What follows belongs to an exercise in optimizing a design on an open flow for small area, a short achievable clock period and few clock cycles per item; a production flow would make more cautious choices. RTL that was checked went through simulation tests only; none was proved equivalent to the original. Power is estimated from default activity; no workload was simulated.

==> module esr_sub, before the edit <==
module esr_sub #(
  parameter int W = 8
) (
  input  logic [W-1:0] a,
  input  logic [W-1:0] b,
  output logic [W-1:0] d,
  output logic ge
);
  localparam int L = $clog2(W + 1);
  logic [W-1:0] g0, p0;
  logic [W:0] gl [0:2*L];
  logic [W:0] pl [0:2*L];
  assign g0 = a & ~b;
  assign p0 = a ^ ~b;
  assign gl[0] = {g0, 1'b1};
  assign pl[0] = {p0, 1'b0};
  for (genvar l = 0; l < L; l++) begin : g_up
    for (genvar i = 0; i <= W; i++) begin : g_bit
      if (((i + 1) % (2 << l)) == 0) begin : g_node
        assign gl[l+1][i] = gl[l][i] | (pl[l][i] & gl[l][i-(1<<l)]);
        assign pl[l+1][i] = pl[l][i] & pl[l][i-(1<<l)];
      end else begin : g_pass
        assign gl[l+1][i] = gl[l][i];
        assign pl[l+1][i] = pl[l][i];
      end
    end
  end
  for (genvar l = L - 1; l > 0; l--) begin : g_dn
    for (genvar i = 0; i <= W; i++) begin : g_bit
      if (((i + 1) % (1 << l)) == (1 << (l - 1)) && i >= (1 << l)) begin : g_node
        assign gl[2*L-l][i] = gl[2*L-l-1][i] | (pl[2*L-l-1][i] & gl[2*L-l-1][i-(1<<(l-1))]);
        assign pl[2*L-l][i] = pl[2*L-l-1][i] & pl[2*L-l-1][i-(1<<(l-1))];
      end else begin : g_pass
        assign gl[2*L-l][i] = gl[2*L-l-1][i];
        assign pl[2*L-l][i] = pl[2*L-l-1][i];
      end
    end
  end
  assign d = p0 ^ gl[2*L-1][W-1:0];
  assign ge = gl[2*L-1][W];
endmodule
clock: 8.0 ns
lec_check: 0
cap_margin: 20
core_margin: 2
core_utilization: 40
setup_slack_margin: 3.4
slew_margin: 20
run.sh (not shown) runs the stock make flow with config.mk's settings and CLKGATE_MAP_FILE= SYNTH_SCRIPT=/design/flow/synth_recipe.tcl, a recipe that flattens the netlist after the stock synthesis.
Then changed:
--- a/flow/design.v
+++ b/flow/design.v
@@ -10,11 +10,11 @@
   input  logic [W-1:0] a,
   input  logic [W-1:0] b,
   output logic [W-1:0] d,
   output logic ge
 );
-  localparam int L = $clog2(W + 1);
+  localparam int L = (W < 2) ? 1 : (W < 4) ? 2 : (W < 8) ? 3 : (W < 16) ? 4 : (W < 32) ? 5 : (W < 64) ? 6 : 7;
   logic [W-1:0] g0, p0;
   logic [W:0] gl [0:2*L];
   logic [W:0] pl [0:2*L];
   assign g0 = a & ~b;
   assign p0 = a ^ ~b;
Combinational power hardly moves.
Design area stays the same.
Clock-buffer cell count stays the same.
Sequential cell count is unchanged.
Register-to-register slack stays flat.
Maximum frequency stays the same.
Global-route usage stays the same.
Total power is unchanged.
Testbench counts after the change, summed over its fixed seeds: cycles 24,204, items 1,920.
Function not checked in the first run of this note: the RTL went through the layout flow alone.

--- another note on this design; it stands on its own ---

== Q ==
## encoder_speed_and_ramped_setpoint_core
module encoder_speed_and_ramped_setpoint_core (
  input  logic clk,
  input  logic rst,
  input  logic psel,
  input  logic penable,
  input  logic pwrite,
  input  logic [4:0] paddr,
  input  logic [31:0] pwdata,
  output logic [31:0] prdata,
  output logic pready,
  input  logic in_valid,
  output logic in_ready,
  input  logic signed [31:0] encoder_count,
  input  logic [31:0] time_ms,
  input  logic signed [16:0] target_speed_mm_s,
  output logic out_valid,
  input  logic out_ready,
  output logic signed [23:0] measured_speed_mm_s,
  output logic signed [20:0] measured_scaled,
  output logic signed [16:0] ramped_speed_mm_s,
  output logic signed [10:0] setpoint_scaled
);
Size in the first run: ~850 flip-flops, about 230 I/O pins, ~60,000 sq um of cells after synthesis.
Settings: LEC_CHECK=0, CAP_MARGIN=20, CORE_MARGIN=2, CORE_UTILIZATION=40, CTS_BUF_LIST=sky130_fd_sc_hd__clkbuf_4 sky130_fd_sc_hd__clkbuf_8, CTS_CLUSTER_SIZE=30, SETUP_SLACK_MARGIN=3.7, SLEW_MARGIN=20; clock period 8.0 ns.
run.sh (not shown) runs the stock make flow with config.mk's settings and CLKGATE_MAP_FILE= SYNTH_SCRIPT=/design/flow/synth_recipe.tcl, a recipe that flattens the netlist after the stock synthesis.
Q completed end to end with timing, DRC and antenna clean.
Testbench counts of Q, summed over its fixed seeds: cycles 24,204, items 1,920.
The inputs of R differ from those of Q as listed below.
- swapping 30 for 20 in CTS_CLUSTER_SIZE
- swapping sky130_fd_sc_hd__clkbuf_4 sky130_fd_sc_hd__clkbuf_8 for sky130_fd_sc_hd__clkbuf_8 in CTS_BUF_LIST
Findings:
- Re xor and xnor fraction of the mapped netlist area: no difference whatsoever between R and Q.
- Between Q and R, the difference in internal reg-to-reg setup slack is negligible.
- The utilization on Q is in line with that on R.
- Q -> R: number of filler instances in the final layout flat
- When R is set beside Q, its final critical delay including setup and external delays turns out to be 27 ps larger.
- Reported for Q and R, area of the die turned out identical to the last digit.
- There was hardly any difference in global-route track usage on met3 between R and Q.
- Looking at Q and R, the number of multi-input combinational cells is a wash.
- On final critical-path setup slack, Q beats R.
- There was hardly any difference in non-clock buffering overhead in the final layout between Q and R.

========
Setup of the previous run:
encoder_speed_and_ramped_setpoint_core again, from the RTL that the note above started with.
Settings: LEC_CHECK=0, CAP_MARGIN=20, CORE_MARGIN=2, CORE_UTILIZATION=40, SETUP_SLACK_MARGIN=3.7, SLEW_MARGIN=20; clock period 8.0 ns.
The previous run completed end to end; final checks failed (antenna violations).
Testbench counts of the previous run, summed over its fixed seeds: cycles 24,204, items 1,920.
The following lists how the current run was set up differently from the previous run:
-- flow/config.mk --
<<< the previous run, line 11
export SETUP_SLACK_MARGIN = 3.7
>>> the current run, line 11
export CTS_BUF_LIST = sky130_fd_sc_hd__clkbuf_4 sky130_fd_sc_hd__clkbuf_8
export CTS_CLUSTER_SIZE = 30
export GPL_ROUTABILITY_DRIVEN = 0
export SETUP_SLACK_MARGIN = 3.6
On fraction of area in clock buffers and inverters, the previous run and the current run are neck and neck. Between the previous run and the current run, the clock skew figures differ only marginally. Lower synthesis-to-finish area growth was reported by the current run, not the previous run. Run comparison: the current run largest power group registers; the previous run largest power group the clock network. The previous run → the current run: share of synthesized registers carrying an async set or reset held steady; wire length of the first global-routing pass grew by about 1.3%; worst setup slack grew by 0.036 ns. [compare] base=the previous run new=the current run: power share of the combinational group neither gained nor lost much; number of global-route vias before repair picked up an extra 1.6%. Looking at the reports, the current run completed the entire flow and the layout it produced met the timing, design-rule and antenna checks.

separate check: timing with driven ports:
In the flow no input, the clock included, has a driving cell. The finished layouts below were timed again as built, in two steps. Step 1 (the two cells are an assumption about what drives the block):
set clk [get_ports {clk}]
set_driving_cell -lib_cell sky130_fd_sc_hd__clkbuf_16 $clk
set_driving_cell -lib_cell sky130_fd_sc_hd__buf_2 [delete_from_list [all_inputs] $clk]
Step 2 moves the port delays by t, midway between the first and last clock arrival at a register: inputs arrive t later, outputs are due t later. That takes back most of the time a late clock gives input paths. a / b / c = ideal / step 1 / step 2; a / b = the first two.
run | shift t [ns] | slack for setup (ns) | worst setup path after step 2
the first run of note 1 | 0.798 | 3.099 / 3.099 / 2.796 | input to register
the second run of note 1 | 0.798 | 3.099 / 3.099 / 2.796 | input to register
Q | 0.967 | 3.511 / 3.460 / 2.923 | input to register
R | 0.972 | 3.484 / 3.435 / 2.923 | input to register
the previous run | 0.805 | 3.466 / 3.409 / 3.083 | input to register
the current run | 0.951 | 3.502 / 3.440 / 2.877 | input to register
For the current run, which loses most, drivers alone change the setup slack by -0.062 ns; drivers and shift together by -0.625 ns.
